This design comes from an exercise in tuning for small area, a short achievable clock period and few clock cycles per item on the open sky130 flow, not from production work.
In this exercise RTL edits were held to simulation tests only and were not proved equivalent to the original.
No activity file was given, so power comes from the tool's default toggle rates.

`flow/run.sh`:
```
#!/bin/bash
# synth_recipe.tcl (not shown) runs the flow's synth.tcl, then flattens the netlist and writes it again
# the make line also repeats each setting of config.mk as NAME=value (left out here)
make -C /OpenROAD-flow-scripts/flow DESIGN_CONFIG=/design/flow/config.mk WORK_HOME=/design/flow/orfs CLKGATE_MAP_FILE= SYNTH_SCRIPT=/design/flow/synth_recipe.tcl finish
```
`flow/config.mk`:
```
export PLATFORM = sky130hd
export DESIGN_NAME = ela_stream_deinterlacer
export DESIGN_NICKNAME = ela_stream_deinterlacer
export VERILOG_FILES = /design/flow/design.v
export SDC_FILE = /design/flow/constraint.sdc
export NUM_CORES = 4
export LEC_CHECK = 0
export CAP_MARGIN = 20
export CORE_MARGIN = 2
export CORE_UTILIZATION = 45
export SETUP_SLACK_MARGIN = 0.5
export SLEW_MARGIN = 20
```
`flow/constraint.sdc`:
```
create_clock -name core_clock -period 12.0 [get_ports {clk}]
set_input_delay 2.4000 -clock core_clock [delete_from_list [all_inputs] [get_ports {clk}]]
set_output_delay 2.4000 -clock core_clock [all_outputs]
set_load 0.01 [all_outputs]
```
`flow/design.v`:
```
module ela_stream_deinterlacer #(
  parameter int unsigned IMG_W  = 128,
  parameter int unsigned IMG_H  = 64,
  parameter int unsigned PIX_W  = 8,
  parameter int unsigned ADDR_W = 13
) (
  input  logic              clk,
  input  logic              rst,
  input  logic              ready,
  input  logic [1:0]        mode,
  input  logic [PIX_W-1:0]  in_data,
  output logic              req,
  output logic              wen,
  output logic [ADDR_W-1:0] addr,
  output logic [PIX_W-1:0]  data_wr,
  output logic              busy,
  output logic              done
);
  localparam int unsigned ColW = (IMG_W > 1) ? $clog2(IMG_W) : 1;
  localparam int unsigned RowW = $clog2(IMG_H);
  localparam logic [ColW-1:0] ColLast     = IMG_W - 1;
  localparam logic [RowW-1:0] RowLastEven = IMG_H - 2;
  localparam logic [RowW-1:0] RowLast     = IMG_H - 1;
  typedef enum logic [2:0] {StIdle, StReq, StRecv, StInterp, StLast, StDone} state_e;
  state_e          state_q;
  logic [RowW-1:0] row_q;    
  logic [ColW-1:0] col_q;
  logic [1:0]      mode_q;
  logic            sel_q;    
  logic [PIX_W-1:0] lbuf [0:1][0:IMG_W-1];
  function automatic logic [ADDR_W-1:0] pix_addr(input logic [RowW-1:0] r,
                                                 input logic [ColW-1:0] c);
    logic [ADDR_W-1:0] rr, cc;
    rr = r;
    cc = c;
    pix_addr = rr * IMG_W + cc;
  endfunction
  function automatic logic [PIX_W-1:0] avg2(input logic [PIX_W-1:0] a, input logic [PIX_W-1:0] b);
    logic [PIX_W:0] s;
    s = {1'b0, a} + {1'b0, b};
    avg2 = s[PIX_W:1];
  endfunction
  function automatic logic [PIX_W-1:0] absdiff(input logic [PIX_W-1:0] a,
                                               input logic [PIX_W-1:0] b);
    absdiff = (a > b) ? (a - b) : (b - a);
  endfunction
  logic [ColW-1:0]  col_m1, col_p1;
  logic [PIX_W-1:0] u_m1, u_c, u_p1, d_m1, d_c, d_p1;
  logic [PIX_W-1:0] dif_1, dif_2, dif_3;
  logic [PIX_W-1:0] vert_pix, ela_pix, interp_pix;
  logic             edge_col;
  assign col_m1 = (col_q == '0) ? col_q : col_q - 1'b1;
  assign col_p1 = (col_q == ColLast) ? col_q : col_q + 1'b1;
  assign u_m1 = lbuf[~sel_q][col_m1];
  assign u_c  = lbuf[~sel_q][col_q];
  assign u_p1 = lbuf[~sel_q][col_p1];
  assign d_m1 = lbuf[sel_q][col_m1];
  assign d_c  = lbuf[sel_q][col_q];
  assign d_p1 = lbuf[sel_q][col_p1];
  always_comb begin
    dif_1    = absdiff(u_m1, d_p1);
    dif_2    = absdiff(u_c, d_c);
    dif_3    = absdiff(u_p1, d_m1);
    edge_col = (col_q == '0) || (col_q == ColLast);
    vert_pix = avg2(u_c, d_c);
    ela_pix  = vert_pix;
    if (!((dif_2 <= dif_1) && (dif_2 <= dif_3))) begin
      ela_pix = (dif_1 <= dif_3) ? avg2(u_m1, d_p1) : avg2(u_p1, d_m1);
    end
    case (mode_q)
      2'd1:    interp_pix = edge_col ? vert_pix : ela_pix;
      2'd2:    interp_pix = u_c;
      default: interp_pix = vert_pix;
    endcase
  end
  always_ff @(posedge clk) begin
    if (!rst && ready && (state_q == StRecv)) begin
      lbuf[sel_q][col_q] <= in_data;
    end
  end
  always_ff @(posedge clk) begin
    if (rst) begin
      state_q <= StIdle;
      row_q   <= '0;
      col_q   <= '0;
      mode_q  <= 2'd0;
      sel_q   <= 1'b0;
      req     <= 1'b0;
      wen     <= 1'b0;
      addr    <= '0;
      data_wr <= '0;
      busy    <= 1'b0;
      done    <= 1'b0;
    end else if (!ready) begin
      req <= 1'b0;
      wen <= 1'b0;
    end else begin
      case (state_q)
        StIdle: begin
          mode_q  <= mode;
          busy    <= 1'b1;
          row_q   <= '0;
          col_q   <= '0;
          req     <= 1'b1;
          wen     <= 1'b0;
          state_q <= StReq;
        end
        StReq: begin
          wen <= 1'b0;
          if (req) begin
            req     <= 1'b0;
            col_q   <= '0;
            state_q <= StRecv;
          end else begin
            req <= 1'b1;
          end
        end
        StRecv: begin
          wen     <= 1'b1;
          addr    <= pix_addr(row_q, col_q);
          data_wr <= in_data;
          if (col_q == ColLast) begin
            col_q <= '0;
            if (row_q == '0) begin
              row_q   <= 2;
              sel_q   <= ~sel_q;
              req     <= 1'b1;
              state_q <= StReq;
            end else begin
              state_q <= StInterp;
            end
          end else begin
            col_q <= col_q + 1'b1;
          end
        end
        StInterp: begin
          wen     <= 1'b1;
          addr    <= pix_addr(row_q - 1'b1, col_q);
          data_wr <= interp_pix;
          if (col_q == ColLast) begin
            col_q <= '0;
            sel_q <= ~sel_q;
            if (row_q == RowLastEven) begin
              state_q <= StLast;
            end else begin
              row_q   <= row_q + 2'd2;
              req     <= 1'b1;
              state_q <= StReq;
            end
          end else begin
            col_q <= col_q + 1'b1;
          end
        end
        StLast: begin
          wen     <= 1'b1;
          addr    <= pix_addr(RowLast, col_q);
          data_wr <= u_c;
          if (col_q == ColLast) begin
            col_q   <= '0;
            state_q <= StDone;
          end else begin
            col_q <= col_q + 1'b1;
          end
        end
        StDone: begin
          req  <= 1'b0;
          wen  <= 1'b0;
          busy <= 1'b0;
          done <= 1'b1;
        end
        default: state_q <= StIdle;
      endcase
    end
  end
endmodule
```
==> run summary <==
per-layer routing:
metal | wire [µm] | part of all wire, % | global-route usage (%)
met1 | 180000 | 33 | 48.1
met2 | 227000 | 42 | 55.6
met3 | 82700 | 15 | 15.3
met4 | 50500 | 9.3 | 28.8
met5 | 361 | 0.067 | 0.246
per-stage QoR:
| stage | cell area [µm²] | setup slack, ns | total power, mW | util, % |
|---|---|---|---|---|
| after floorplan | 121000 | 2.93 | 9.11 | - |
| after global placement | 126000 | 0.768 | 9.67 | 47.1 |
| after detailed placement | 126000 | 1.11 | 9.67 | 47.1 |
| after CTS | 134000 | 1.05 | 17.0 | 50.1 |
| after global routing | 134000 | 0.512 | 17.4 | 50.1 |
| final | 134000 | 0.559 | 17.1 | 50.2 |
state kept, by name, indices dropped and copies added, names as in the netlist:
register	cells
col_q	7
sel_q	1
wen	1
addr	13
row_q	5
state_q	3
done	1
mode_q	2
busy	1
data_wr	8
lbuf	2048
req	1
kinds of logic (layout without fill, tap and decap cells):
logic type,after synthesis,count (layout),synth area share (%)
adder cells (fa/ha/maj),110,110,1.19
AND/OR/NAND/NOR,2401,2401,8.98
AO/OA/AOI/OAI,1595,1595,9.53
multiplexers,1495,1495,25.0
flip-flops,2091,2091,51.6
other,0,36,0
buffers and inverters,831,949,3.38
XOR/XNOR,44,44,0.350
Yosys cell counts (43+ instances only):
master / count / area (µm²)
sky130_fd_sc_hd__ha_1: 100 / 1250
sky130_fd_sc_hd__nand2_1: 1193 / 4480
sky130_fd_sc_hd__a311oi_1: 320 / 2800
sky130_fd_sc_hd__nand4_1: 69 / 432
sky130_fd_sc_hd__nand3_1: 115 / 576
sky130_fd_sc_hd__dfxtp_1: 43 / 861
sky130_fd_sc_hd__a21oi_1: 140 / 701
sky130_fd_sc_hd__clkbuf_1: 292 / 1100
sky130_fd_sc_hd__buf_4: 68 / 510
sky130_fd_sc_hd__buf_1: 64 / 240
sky130_fd_sc_hd__a31oi_1: 114 / 713
sky130_fd_sc_hd__a22oi_1: 138 / 1040
sky130_fd_sc_hd__mux4_2: 1211 / 27300
sky130_fd_sc_hd__buf_2: 293 / 1470
sky130_fd_sc_hd__mux2i_1: 226 / 2260
sky130_fd_sc_hd__nor3_1: 71 / 355
sky130_fd_sc_hd__and2_1: 137 / 857
sky130_fd_sc_hd__a211oi_1: 415 / 3120
sky130_fd_sc_hd__nor2_1: 422 / 1580
sky130_fd_sc_hd__o21ai_0: 191 / 956
sky130_fd_sc_hd__a221oi_1: 53 / 464
sky130_fd_sc_hd__o22ai_1: 58 / 363
sky130_fd_sc_hd__inv_1: 62 / 233
sky130_fd_sc_hd__nor2b_1: 277 / 1730
sky130_fd_sc_hd__mux2_2: 57 / 642
sky130_fd_sc_hd__edfxtp_1: 2048 / 61500
worst max-delay path by stage:
stage / to / slack (ns) / depth (start not counted)
after floorplan: data_wr[0]$_SDFFE_PP0P_ / 2.93 / 38
after global placement: data_wr[5]$_SDFFE_PP0P_ / 0.77 / 35
after detailed placement: data_wr[0]$_SDFFE_PP0P_ / 1.11 / 35
after CTS: data_wr[0]$_SDFFE_PP0P_ / 1.05 / 35
after global routing: data_wr[0]$_SDFFE_PP0P_ / 0.51 / 35
final: data_wr[0]$_SDFFE_PP0P_ / 0.56 / 37
final cells by class:
class                      count  area, µm²
clock buffer                 247       5860
sequential                  2091      62400
tap                         3552       4440
inverter                      64        240
fill                       22428     133000
clock inverter               177       1920
antenna                       36       90.1
multi-input combinational   5645      54900
timing repair buffer         461       4460
power by group through the flow:
stage / clock network (mW) / logic, mW / registers (mW)
4_1_cts: 7.48 / 1.49 / 8.02
5_1_grt: 7.74 / 1.61 / 8.02
3_5_place_dp: 0 / 1.49 / 8.18
6_report: 7.49 / 1.54 / 8.02
2_1_floorplan: 0 / 0.930 / 8.18
3_3_place_gp: 0 / 1.49 / 8.18
repair_timing:
item	CTS	global route
hold endpoints to repair	0	0
buffers inserted	0	7
setup endpoints to repair	0	6
resized for setup	0	2
worst min-delay path: cells and delay by family, from the launching register on:
| family | cells | cell delay, ns |
|---|---|---|
| compound gates | 1 | 0.05 |
| simple gates | 1 | 0.05 |
| flops | 1 | 0.31 |
==> results.rst <==
.. list-table::
   :header-rows: 1

   * - Metric
     - Value
   * - Top achievable clock speed
     - 0.0874 GHz
   * - Nets@finish
     - 8615
   * - Unrepaired setup endpoints after global routing
     - false
   * - Initial DRT Pass Iterations
     - 6
   * - Critical Setup Path Class
     - flip-flop to flip-flop
   * - Number of nets with antenna violations after detailed routing
     - 0
   * - Starting Density
     - 45.2%
   * - Fraction of the yosys area taken by sequential cells
     - 51.6%
   * - Logic depth of the worst register-to-register path
     - 37
   * - Beginning of the worst register-to-register path
     - col_q[0]$_SDFFE_PP0P_
   * - Critical hold path startpoint
     - addr[0]$_SDFFE_PP0P_
   * - Layout cell share with drive strength beyond 1
     - 25.4%
   * - Total of endpoints with negative setup slack in the final report
     - 0
   * - Post-synth net total
     - 8689
   * - Largest fanout on the critical path
     - 73
   * - Portion of total power attributed to sequential cells
     - 47.1%
   * - Number of design-rule violations left by the first detailed-router iteration
     - 16058
   * - Pin count of the biggest net entering global routing
     - 146
   * - Predominant post-synthesis flop cell
     - sky130_fd_sc_hd__edfxtp_1
   * - Count of buffers inserted at the top-level ports
     - 37
   * - Detailed-route vias per instance
     - 7.53
   * - Static Leakage
     - 41.3 nW
   * - Pins over their slew limit
     - 0
   * - Maximum level of the CTS H-tree
     - 4
   * - Die Area
     - 0.273 mm²
   * - Power Internal
     - 12.9 mW
   * - Global-route wire length before repair
     - 732000 µm
   * - Measured slew at the worst slew-check pin
     - 1.34 ns
   * - Internal reg-to-reg setup slack
     - 0.56 ns
   * - Clock share of power
     - 43.9%
   * - Crit-path slowest cell
     - sky130_fd_sc_hd__nand3_1
   * - Worst hold margin
     - 0.456 ns
   * - CP delay by family, top
     - compound AO/OA/AOI/OAI gates
   * - Most common cell after layout, fill and taps aside
     - sky130_fd_sc_hd__edfxtp_1
   * - Worst Hold Class
     - flip-flop to flip-flop
   * - Critical path endpoint category
     - flip-flop
   * - Drt drc
     - 0
   * - Core area
     - 0.268 mm²
   * - Crit-path max cell delay
     - 0.79 ns
   * - Max-capacitance violation count
     - 0
   * - Dpl hpwl
     - 370000 µm
   * - Total of warnings raised by yosys
     - 1
   * - Sw Ratio
     - 24.6%
   * - Area of the mapped netlist
     - 0.121 mm²
   * - Final GP Congestion
     - 1.07
   * - Average size of a mapped cell
     - 14.1 µm²
   * - Tightest slew margin relative to the limit
     - 10.5%
   * - Period Utilization, post-route
     - 95.3%
   * - Worst path bufs/invs
     - 6
   * - Die Height
     - 522 µm
   * - Worst reg2reg endpoint
     - data_wr[0]$_SDFFE_PP0P_
   * - Placed Cells incl. Taps
     - 11800
   * - Die outline width
     - 522 µm
   * - Gate power share
     - 9.0%
   * - Wire length per cell after detailed routing
     - 44.1 µm
   * - Status
     - complete, no violations
   * - Vias in the first global route
     - 86173
   * - Beginning of the critical path
     - col_q[0]$_SDFFE_PP0P_
   * - Number of enable flip-flop cells after synthesis
     - 2048
   * - Clock network latency to the later pin of the worst-skew pair
     - 0.96 ns
   * - CTS Root Cell
     - sky130_fd_sc_hd__clkbuf_16
   * - Count of hold buffers inserted by post-cts repair
     - 0
   * - Top-Level Pins
     - 38
   * - Number of buffers on the longest clock path
     - 4
   * - Startpoint class of the critical path
     - flip-flop
   * - Number of hold violations in the final report
     - 0
   * - Most frequent cells in the layout
     - 2048 x sky130_fd_sc_hd__edfxtp_1, 1211 x sky130_fd_sc_hd__mux4_2, 1177 x sky130_fd_sc_hd__nand2_1, 413 x sky130_fd_sc_hd__a211oi_1, 367 x sky130_fd_sc_hd__nor2_1
   * - Tmin final
     - 11.44 ns
   * - Net switching power
     - 4.20 mW
   * - Arrival time at the worst endpoint
     - 12.22 ns
   * - Req. time, crit path
     - 12.78 ns
   * - Number of distinct library cell variants in the gate-level netlist after synthesis
     - 94
   * - Wire length after detailed routing
     - 541000 µm
   * - Post-route non-filler standard cell count
     - 12273
   * - Floorplan row count
     - 190
   * - Worst-case hold path end point
     - addr[0]$_SDFFE_PP0P_
   * - Cell Pwr Density
     - 127 mW/mm²
   * - Peak supply drop
     - 0.121 mV
   * - Antenna violations before repair
     - 51
   * - Via count
     - 92452
   * - Skew final
     - 0.0558 ns
   * - Number of storage elements in the synthesis netlist
     - 2091
   * - TritonCTS buffer count
     - 230
   * - TritonCTS clock tree
     - done
   * - Gr usage total
     - 39.0%
   * - Remaining global-route overflow
     - 0
   * - Sink Count
     - 2091
   * - Worst Hold Path Cells
     - 2
   * - P&R area growth vs syn
     - 11.1%
   * - Register clock-pin slew on the reported worst setup and hold paths
     - 0.07 ns
   * - Synthesized instance count
     - 8567
   * - Setup TNS
     - 0 ns
   * - Fraction of synthesis flops using an asynchronous set or reset pin
     - 0%
Testbench counts, summed over its fixed seeds: cycles 263,264, frames 32.

-- static timing again, ports no longer ideal --
The results above use ideal ports. As a check the final layout listed here was re-extracted and re-timed, cells and wires unchanged. Step 1, drivers: a clkbuf_16 drives clk and a buf_2 each remaining input, both assumed. Step 2, shift: input delay + t, output delay - t, t = (earliest + latest rising clock arrival at the registers) / 2. This alone moves slack from input paths to output paths. Slacks: ideal ports / drivers / drivers and shift; pairs: ideal ports / drivers.
t (ns): 1.032
slack for setup (ns): 0.559 / 0.559 / 0.559
hold slack, ns: 0.456 / 0.456 / 0.456
worst setup path at the end: register to register
After both steps setup and hold are still met in this run. For this run, drivers alone change the setup slack by 0.000 ns; drivers and shift together by 0.000 ns.
